Background: an optimization exercise with open tools, aiming at small area. Do not read the settings as production practice.
In this exercise RTL edits were held to simulation tests only and were not proved equivalent to the original.
Power is estimated from default activity; no workload was simulated.

Setup of 02-06:
==> flow/design.v (excerpt) <==
module nmr_pulseprog_top
(
	input	logic						pulseprog_clk,
	input	logic						arst_n,
	input	logic						param_req,
	output	logic						param_ack,
	input	nmr_seq_pkg::seq_param_t	seq_param,
	input	nmr_acq_pkg::acq_param_t	acq_param,
	input	nmr_acq_pkg::adc_word_t		adc_data,
	output	logic						tx_gate,
	output	logic						rx_en,
	output	logic						busy,
	output	logic						out_req,
	input	logic						out_ack,
	output	nmr_acq_pkg::iq_sample_t	out_data,
	output	logic						overrun
);
==> module cpmg_sequencer, before the edit <==
module cpmg_sequencer
(
	input	logic						pulseprog_clk,
	input	logic						arst_n,
	input	logic						load,			 
	input	logic [31:0]				pulse90_in,		 
	input	logic [31:0]				delay_nosig_in,
	input	logic [15:0]				echoes_in,
	input	logic						run_start,
	input	logic [31:0]				pulse180,
	input	logic [31:0]				delay_sig,
	input	logic [31:0]				rx_delay,
	input	logic [31:0]				samples,
	output	logic						tx_gate,
	output	logic						rx_en,
	output	logic						busy,
	output	logic						sample_strobe,	 
	output	logic						win_first,		 
	output	logic						pair_valid		 
);
	nmr_seq_pkg::seq_state_t	state;
	logic [31:0]	v;			 
	logic [31:0]	w;			 
	logic [15:0]	e;			 
	logic			in_p90, in_nosig, in_p180, in_sig;
	logic			v_end, w_end;
	logic			done;
	logic			last_echo;
	assign in_p90   = (state == nmr_seq_pkg::P90);
	assign in_nosig = (state == nmr_seq_pkg::DLY_NOSIG);
	assign in_p180  = (state == nmr_seq_pkg::P180);
	assign in_sig   = (state == nmr_seq_pkg::DLY_SIG);
	assign v_end     = ~|v;
	assign w_end     = ~|w;
	assign done      = in_nosig ? w_end : v_end;
	assign last_echo = (e == 16'd1);
	logic	w_open;		 
	logic	w_start;
	logic	window;
	assign w_start = in_sig && !w_open && w_end && (|samples);
	assign window  = w_start || (in_sig && w_open && !w_end);
	logic	v_ds, v_p180, v_keep;
	logic	w_rx, w_spe, w_keep;
	assign v_ds   = busy && done && in_p180;
	assign v_p180 = busy && done && !in_p180;
	assign v_keep = !load && !(busy && done);
	assign w_rx   = in_p180;
	assign w_spe  = w_start;
	assign w_keep = !load && !in_p180 && !w_start;
	always_ff @(posedge pulseprog_clk)
	begin
		v <= (({32{load}}   & pulse90_in)
		    | ({32{v_ds}}   & delay_sig)
		    | ({32{v_p180}} & pulse180)
		    | ({32{v_keep}} & v))
		   - {31'd0, busy || run_start};
		w <= (({32{load}}   & delay_nosig_in)
		    | ({32{w_rx}}   & rx_delay)
		    | ({32{w_spe}}  & samples)
		    | ({32{w_keep}} & w))
		   - {31'd0, in_nosig || in_sig || (in_p90 && v_end)};
		e <= (({16{load}} & echoes_in) | ({16{!load}} & e)) - {15'd0, in_sig && done};
	end
	always_ff @(posedge pulseprog_clk or negedge arst_n)
	begin
		if (!arst_n)
			state <= nmr_seq_pkg::IDLE;
		else if (state == nmr_seq_pkg::IDLE)
		begin
			if (run_start)
				state <= nmr_seq_pkg::P90;
		end
		else if (done)
		begin
			unique case (state)
				nmr_seq_pkg::P90:		state <= nmr_seq_pkg::DLY_NOSIG;
				nmr_seq_pkg::DLY_NOSIG:	state <= nmr_seq_pkg::P180;
				nmr_seq_pkg::P180:		state <= nmr_seq_pkg::DLY_SIG;
				default:				state <= last_echo ? nmr_seq_pkg::IDLE : nmr_seq_pkg::P180;
			endcase
		end
	end
	assign tx_gate = in_p90 || in_p180;
	assign rx_en   = in_sig;
	assign busy    = (state != nmr_seq_pkg::IDLE);
	always_ff @(posedge pulseprog_clk)
	begin
		if (!in_sig || w_end)
			w_open <= w_start;
	end
	logic [5:0]	win_sr;
	always_ff @(posedge pulseprog_clk or negedge arst_n)
	begin
		if (!arst_n)
			win_sr <= '0;
		else
			win_sr <= {win_sr[4:0], window};
	end
	assign sample_strobe = win_sr[4];
	assign win_first     = win_sr[4] && !win_sr[5];
	assign pair_valid    = win_sr[5];
endmodule
==> module iq_decimator, before the edit <==
module iq_decimator
(
	input	logic						pulseprog_clk,
	input	logic						arst_n,
	input	nmr_acq_pkg::iq_word_t		mag,
	input	logic						odd,
	input	logic						sample_strobe,
	input	logic						win_first,	 
	input	logic						pair_valid,	 
	input	nmr_acq_pkg::dec_fact_t		dec_fact,
	input	logic						run_start,	 
	output	logic						out_req,
	input	logic						out_ack,
	output	nmr_acq_pkg::iq_sample_t	out_data,
	output	logic						overrun
);
	logic [22:0]			acc_i, acc_q;
	logic [22:0]			sum;
	logic [22:0]			res_i, res_q;
	nmr_acq_pkg::dec_fact_t	grp_cnt;
	nmr_acq_pkg::dec_fact_t	nxt_cnt;
	logic					grp_done;	 
	logic					clr;
	logic					pending;
	assign nxt_cnt  = grp_cnt + {7'd0, pair_valid};
	assign grp_done = pair_valid && (nxt_cnt == dec_fact);
	assign pending  = out_req || out_ack;
	logic	wr_i, wr_q;		 
	logic	keep_i, keep_q;
	assign clr    = win_first || grp_done;
	assign wr_i   = sample_strobe && !odd;
	assign wr_q   = sample_strobe &&  odd;
	assign keep_i = !clr && !wr_i;
	assign keep_q = !clr && !wr_q;
	assign sum    = (({23{!clr && !odd}} & acc_i) | ({23{!clr && odd}} & acc_q))
	              + {{8{mag[14]}}, mag};
	always_ff @(posedge pulseprog_clk)
	begin
		if (run_start || grp_done || win_first)
			grp_cnt <= '0;
		else
			grp_cnt <= nxt_cnt;
	end
	always_ff @(posedge pulseprog_clk)
	begin
		acc_i <= ({23{wr_i}} & sum) | ({23{keep_i}} & acc_i);
		acc_q <= ({23{wr_q}} & sum) | ({23{keep_q}} & acc_q);
	end
	always_ff @(posedge pulseprog_clk or negedge arst_n)
	begin
		if (!arst_n)
		begin
			out_req <= 1'b0;
			overrun <= 1'b0;
		end
		else
		begin
			if (run_start)
				overrun <= 1'b0;
			if (grp_done && pending)
				overrun <= 1'b1;			 
			if (grp_done && !pending)
				out_req <= 1'b1;
			else if (out_req && out_ack)
				out_req <= 1'b0;
		end
	end
	always_ff @(posedge pulseprog_clk)
	begin
		if (grp_done && !pending)
		begin
			res_i <= acc_i;
			res_q <= acc_q;
		end
	end
	assign out_data.i_sum = {res_i[22], res_i};
	assign out_data.q_sum = {res_q[22], res_q};
endmodule
==> flow/config.mk <==
export PLATFORM = sky130hd
export DESIGN_NAME = nmr_pulseprog_top
export DESIGN_NICKNAME = nmr_pulseprog_top
export VERILOG_FILES = /design/flow/design.v
export SDC_FILE = /design/flow/constraint.sdc
export NUM_CORES = 4
export LEC_CHECK = 0
export ABC_AREA = 1
export CAP_MARGIN = 20
export CORE_MARGIN = 2
export CORE_UTILIZATION = 42
export CTS_BUF_LIST = sky130_fd_sc_hd__clkbuf_16
export CTS_CLUSTER_DIAMETER = 100
export CTS_CLUSTER_SIZE = 28
export PLACE_DENSITY = 0.65
export SLEW_MARGIN = 20
==> flow/constraint.sdc <==
create_clock -name core_clock -period 10.0 [get_ports {pulseprog_clk}]
set_input_delay 2.0000 -clock core_clock [delete_from_list [all_inputs] [get_ports {pulseprog_clk}]]
set_output_delay 2.0000 -clock core_clock [all_outputs]
set_load 0.01 [all_outputs]
standard.sh (not shown) runs the stock make flow with config.mk's settings and CLKGATE_MAP_FILE= SYNTH_SCRIPT=/design/flow/synth_recipe.tcl, a recipe that flattens the netlist after the stock synthesis.
==> flow/flow/run.sh <==
#!/bin/bash
# Own layout flow: the standard ORFS flow (standard.sh) with two changes.
#  1. ABC maps the combinational logic with an area-oriented script
#     (flow/abc_area.script, picked by ABC_AREA 1); registers are untouched.
#  2. Port buffers use sky130_fd_sc_hd__buf_1 rather than the flow's default
#     choice (clkdlybuf4s50_1); every port still gets its buffer.
# Each step's full output stays in orfs/logs/ (ORFS writes one log per step);
# make's own output goes to flow_make.log here.
set -euo pipefail
W=$(pwd)
rm -rf "$W/scripts"
cp -r "$FLOW_HOME/scripts" "$W/scripts"
cp "$W/flow/abc_area.script" "$W/scripts/abc_area.script"
export BUFFER_PORTS_ARGS="-buffer_cell sky130_fd_sc_hd__buf_1"
sed "s|make -C |make SCRIPTS_DIR=$W/scripts -C |" standard.sh > "$W/standard_own.sh"
bash "$W/standard_own.sh" finish > "$W/flow_make.log" 2>&1
==> flow/flow/abc_area.script <==
strash
&get -n
&fraig -x
&put
dc2
dc2
strash
&get -n
&dch -f
&nf -p -a -R 100 -F 8 -A 8
&put
[inputs] 07-07 vs 02-06
diff --git a/flow/design.v b/flow/design.v
--- a/flow/design.v
+++ b/flow/design.v
@@ -122,13 +122,14 @@
 	assign v_end     = ~|v;
 	assign w_end     = ~|w;
 	assign done      = in_nosig ? w_end : v_end;
 	assign last_echo = (e == 16'd1);
 	logic	w_open;		 
+	logic	w_done;		 
 	logic	w_start;
 	logic	window;
-	assign w_start = in_sig && !w_open && w_end && (|samples);
+	assign w_start = in_sig && !w_open && !w_done && w_end && (|samples);
 	assign window  = w_start || (in_sig && w_open && !w_end);
 	logic	v_ds, v_p180, v_keep;
 	logic	w_rx, w_spe, w_keep;
 	assign v_ds   = busy && done && in_p180;
 	assign v_p180 = busy && done && !in_p180;
@@ -172,12 +173,22 @@
 	assign tx_gate = in_p90 || in_p180;
 	assign rx_en   = in_sig;
 	assign busy    = (state != nmr_seq_pkg::IDLE);
 	always_ff @(posedge pulseprog_clk)
 	begin
-		if (!in_sig || w_end)
-			w_open <= w_start;
+		if (!in_sig)
+		begin
+			w_open <= 1'b0;
+			w_done <= 1'b0;
+		end
+		else if (w_start)
+			w_open <= 1'b1;
+		else if (w_open && w_end)
+		begin
+			w_open <= 1'b0;
+			w_done <= 1'b1;
+		end
 	end
 	logic [5:0]	win_sr;
 	always_ff @(posedge pulseprog_clk or negedge arst_n)
 	begin
 		if (!arst_n)
@@ -228,13 +239,12 @@
 	output	logic						out_req,
 	input	logic						out_ack,
 	output	nmr_acq_pkg::iq_sample_t	out_data,
 	output	logic						overrun
 );
-	logic [22:0]			acc_i, acc_q;
-	logic [22:0]			sum;
-	logic [22:0]			res_i, res_q;
+	nmr_acq_pkg::acc_t		acc_i, acc_q;
+	nmr_acq_pkg::acc_t		sum;
 	nmr_acq_pkg::dec_fact_t	grp_cnt;
 	nmr_acq_pkg::dec_fact_t	nxt_cnt;
 	logic					grp_done;	 
 	logic					clr;
 	logic					pending;
@@ -246,23 +256,23 @@
 	assign clr    = win_first || grp_done;
 	assign wr_i   = sample_strobe && !odd;
 	assign wr_q   = sample_strobe &&  odd;
 	assign keep_i = !clr && !wr_i;
 	assign keep_q = !clr && !wr_q;
-	assign sum    = (({23{!clr && !odd}} & acc_i) | ({23{!clr && odd}} & acc_q))
-	              + {{8{mag[14]}}, mag};
+	assign sum    = (({24{!clr && !odd}} & acc_i) | ({24{!clr && odd}} & acc_q))
+	              + nmr_acq_pkg::acc_t'(mag);
 	always_ff @(posedge pulseprog_clk)
 	begin
 		if (run_start || grp_done || win_first)
 			grp_cnt <= '0;
 		else
 			grp_cnt <= nxt_cnt;
 	end
 	always_ff @(posedge pulseprog_clk)
 	begin
-		acc_i <= ({23{wr_i}} & sum) | ({23{keep_i}} & acc_i);
-		acc_q <= ({23{wr_q}} & sum) | ({23{keep_q}} & acc_q);
+		acc_i <= ({24{wr_i}} & sum) | ({24{keep_i}} & acc_i);
+		acc_q <= ({24{wr_q}} & sum) | ({24{keep_q}} & acc_q);
 	end
 	always_ff @(posedge pulseprog_clk or negedge arst_n)
 	begin
 		if (!arst_n)
 		begin
@@ -283,16 +293,14 @@
 	end
 	always_ff @(posedge pulseprog_clk)
 	begin
 		if (grp_done && !pending)
 		begin
-			res_i <= acc_i;
-			res_q <= acc_q;
+			out_data.i_sum <= acc_i;
+			out_data.q_sum <= acc_q;
 		end
 	end
-	assign out_data.i_sum = {res_i[22], res_i};
-	assign out_data.q_sum = {res_q[22], res_q};
 endmodule
 module nmr_pulseprog_top
 (
 	input	logic						pulseprog_clk,
 	input	logic						arst_n,
### Flow results
- 07-07: all stages complete, timing, DRC and antenna checks passed
- The run showing the greater wire length of the first global-routing pass is 07-07.
- Of 07-07 and 02-06, it is 07-07 that has the higher sequential area share after synthesis.
- Relative to 02-06, the critical path depth of 07-07 is lower by 3.
- Non-clock buffer count ends up higher on 07-07.
- On final hold slack, 07-07 tracks 02-06 almost exactly.
- 07-07 vs. 02-06: flop-to-flop setup slack shrank by 0.45 ns, die area grew by 0.77%, utilization after layout held steady.
- The final period demand of the worst path of 07-07 was inferior to that of 02-06.
- Going from 02-06 to 07-07, the number of distinct library cells after synthesis was found to have gone up by 1.
- | fraction of the cycle the final worst path needs | 07-07 vs 02-06 | 3.8 points higher |
- Number of cells after detailed placement in 07-07 is 49 above 02-06.

* * *

== before ==
nmr_pulseprog_top with an RTL version that a note above also has.
Size in the first run: roughly 350 flip-flops, about 320 I/O pins, roughly 15000 um2 of cells after synthesis.
==> module cpmg_sequencer, before the edit <==
module cpmg_sequencer
(
	input	logic						pulseprog_clk,
	input	logic						arst_n,
	input	logic						load,			 
	input	logic [31:0]				pulse90_in,		 
	input	logic [31:0]				delay_nosig_in,
	input	logic [15:0]				echoes_in,
	input	logic						run_start,
	input	logic [31:0]				pulse180,
	input	logic [31:0]				delay_sig,
	input	logic [31:0]				rx_delay,
	input	logic [31:0]				samples,
	output	logic						tx_gate,
	output	logic						rx_en,
	output	logic						busy,
	output	logic						sample_strobe,	 
	output	logic						win_first,		 
	output	logic						pair_valid		 
);
	nmr_seq_pkg::seq_state_t	state;
	logic [31:0]	v;			 
	logic [31:0]	w;			 
	logic [15:0]	e;			 
	logic			in_p90, in_nosig, in_p180, in_sig;
	logic			v_end, w_end;
	logic			done;
	logic			last_echo;
	assign in_p90   = (state == nmr_seq_pkg::P90);
	assign in_nosig = (state == nmr_seq_pkg::DLY_NOSIG);
	assign in_p180  = (state == nmr_seq_pkg::P180);
	assign in_sig   = (state == nmr_seq_pkg::DLY_SIG);
	assign v_end     = ~|v;
	assign w_end     = ~|w;
	assign done      = in_nosig ? w_end : v_end;
	assign last_echo = (e == 16'd1);
	logic	w_open;		 
	logic	w_done;		 
	logic	w_start;
	logic	window;
	assign w_start = in_sig && !w_open && !w_done && w_end && (|samples);
	assign window  = w_start || (in_sig && w_open && !w_end);
	logic	v_ds, v_p180, v_keep;
	logic	w_rx, w_spe, w_keep;
	assign v_ds   = busy && done && in_p180;
	assign v_p180 = busy && done && !in_p180;
	assign v_keep = !load && !(busy && done);
	assign w_rx   = in_p180;
	assign w_spe  = w_start;
	assign w_keep = !load && !in_p180 && !w_start;
	always_ff @(posedge pulseprog_clk)
	begin
		v <= (({32{load}}   & pulse90_in)
		    | ({32{v_ds}}   & delay_sig)
		    | ({32{v_p180}} & pulse180)
		    | ({32{v_keep}} & v))
		   - {31'd0, busy || run_start};
		w <= (({32{load}}   & delay_nosig_in)
		    | ({32{w_rx}}   & rx_delay)
		    | ({32{w_spe}}  & samples)
		    | ({32{w_keep}} & w))
		   - {31'd0, in_nosig || in_sig || (in_p90 && v_end)};
		e <= (({16{load}} & echoes_in) | ({16{!load}} & e)) - {15'd0, in_sig && done};
	end
	always_ff @(posedge pulseprog_clk or negedge arst_n)
	begin
		if (!arst_n)
			state <= nmr_seq_pkg::IDLE;
		else if (state == nmr_seq_pkg::IDLE)
		begin
			if (run_start)
				state <= nmr_seq_pkg::P90;
		end
		else if (done)
		begin
			unique case (state)
				nmr_seq_pkg::P90:		state <= nmr_seq_pkg::DLY_NOSIG;
				nmr_seq_pkg::DLY_NOSIG:	state <= nmr_seq_pkg::P180;
				nmr_seq_pkg::P180:		state <= nmr_seq_pkg::DLY_SIG;
				default:				state <= last_echo ? nmr_seq_pkg::IDLE : nmr_seq_pkg::P180;
			endcase
		end
	end
	assign tx_gate = in_p90 || in_p180;
	assign rx_en   = in_sig;
	assign busy    = (state != nmr_seq_pkg::IDLE);
	always_ff @(posedge pulseprog_clk)
	begin
		if (!in_sig)
		begin
			w_open <= 1'b0;
			w_done <= 1'b0;
		end
		else if (w_start)
			w_open <= 1'b1;
		else if (w_open && w_end)
		begin
			w_open <= 1'b0;
			w_done <= 1'b1;
		end
	end
	logic [5:0]	win_sr;
	always_ff @(posedge pulseprog_clk or negedge arst_n)
	begin
		if (!arst_n)
			win_sr <= '0;
		else
			win_sr <= {win_sr[4:0], window};
	end
	assign sample_strobe = win_sr[4];
	assign win_first     = win_sr[4] && !win_sr[5];
	assign pair_valid    = win_sr[5];
endmodule
clock: 10.0 ns
lec_check: 0
abc_area: 1
cap_margin: 20
core_margin: 2
core_utilization: 42
cts_buf_list: sky130_fd_sc_hd__clkbuf_16
cts_cluster_diameter: 100
cts_cluster_size: 28
place_density: 0.65
slew_margin: 20
==> flow/flow/abc_area.script <==
strash
&get -n
&fraig -x
&put
dc2
dc2
strash
dch -f
amap
topo
Scripts as last shown in full above: flow/flow/run.sh
Modified inputs, after compared to before
diff --git a/flow/design.v b/flow/design.v
--- a/flow/design.v
+++ b/flow/design.v
@@ -124,10 +124,9 @@
 	assign done      = in_nosig ? w_end : v_end;
 	assign last_echo = (e == 16'd1);
 	logic	w_open;		 
-	logic	w_done;		 
 	logic	w_start;
 	logic	window;
-	assign w_start = in_sig && !w_open && !w_done && w_end && (|samples);
+	assign w_start = in_sig && !w_open && w_end && (|samples);
 	assign window  = w_start || (in_sig && w_open && !w_end);
 	logic	v_ds, v_p180, v_keep;
 	logic	w_rx, w_spe, w_keep;
@@ -175,18 +174,8 @@
 	assign busy    = (state != nmr_seq_pkg::IDLE);
 	always_ff @(posedge pulseprog_clk)
 	begin
-		if (!in_sig)
-		begin
-			w_open <= 1'b0;
-			w_done <= 1'b0;
-		end
-		else if (w_start)
-			w_open <= 1'b1;
-		else if (w_open && w_end)
-		begin
-			w_open <= 1'b0;
-			w_done <= 1'b1;
-		end
+		if (!in_sig || w_end)
+			w_open <= w_start;
 	end
 	logic [5:0]	win_sr;
 	always_ff @(posedge pulseprog_clk or negedge arst_n)
Results
Delta (after minus before): sequential cell count essentially unchanged; sequential share of layout area held steady; buffer count excluding the clock tree in the final layout went up 1. There was hardly any difference in starting density of the core between before and after. Looking at first-iteration DRC count across both flows, after is the stronger of the two, with before trailing. On area share of buffers outside the clock network, before tracks after almost exactly. Per the comparison of after with before, relative contribution of combinational cells to total power picked up an extra 1.6 points; post-synthesis cell area lost 0.54%; wire length lost about 4%. before -> after: number of ordinary inverters in the final layout decreased by a few percent. Compared to before, after has global routing usage on met2 0.16 points lower. after against before: fmax went down, distinct cell type count of the synthesized netlist went up, via count saw a decrease. Every stage of the flow completed for after, and the final layout passed the timing, DRC and antenna checks.

-- port drivers added, routing unchanged --
The flow's constraints put no driver on any port. The routed layouts listed below were extracted and timed again, unchanged, in two steps.
Step 1: set_driving_cell puts a clkbuf_16 on pulseprog_clk and a buf_2 on each other input, an assumption about the parent block.
Step 2 moves the port delays by t, midway between the first and last clock arrival at a register: inputs arrive t later, outputs are due t later. That takes back most of the time a late clock gives input paths.
a / b / c = ideal / step 1 / step 2; a / b = the first two.
| run | shift t [ns] | setup slack, ns | latest minus earliest clock arrival (ns) |
|---|---|---|---|
| 02-06 | 0.557 | 2.618 / 2.600 / 2.043 | 0.018 / 0.019 |
| 07-07 | 0.559 | 2.237 / 2.226 / 1.667 | 0.029 / 0.028 |
| before | 0.564 | 1.559 / 1.559 / 1.559 | 0.029 / 0.029 |
| after | 0.555 | 1.113 / 1.113 / 1.113 | 0.024 / 0.024 |
After both steps setup and hold are still met in every run listed. The setup slack of 02-06, which loses most, moves by -0.018 ns with the drivers and by -0.575 ns with both steps.
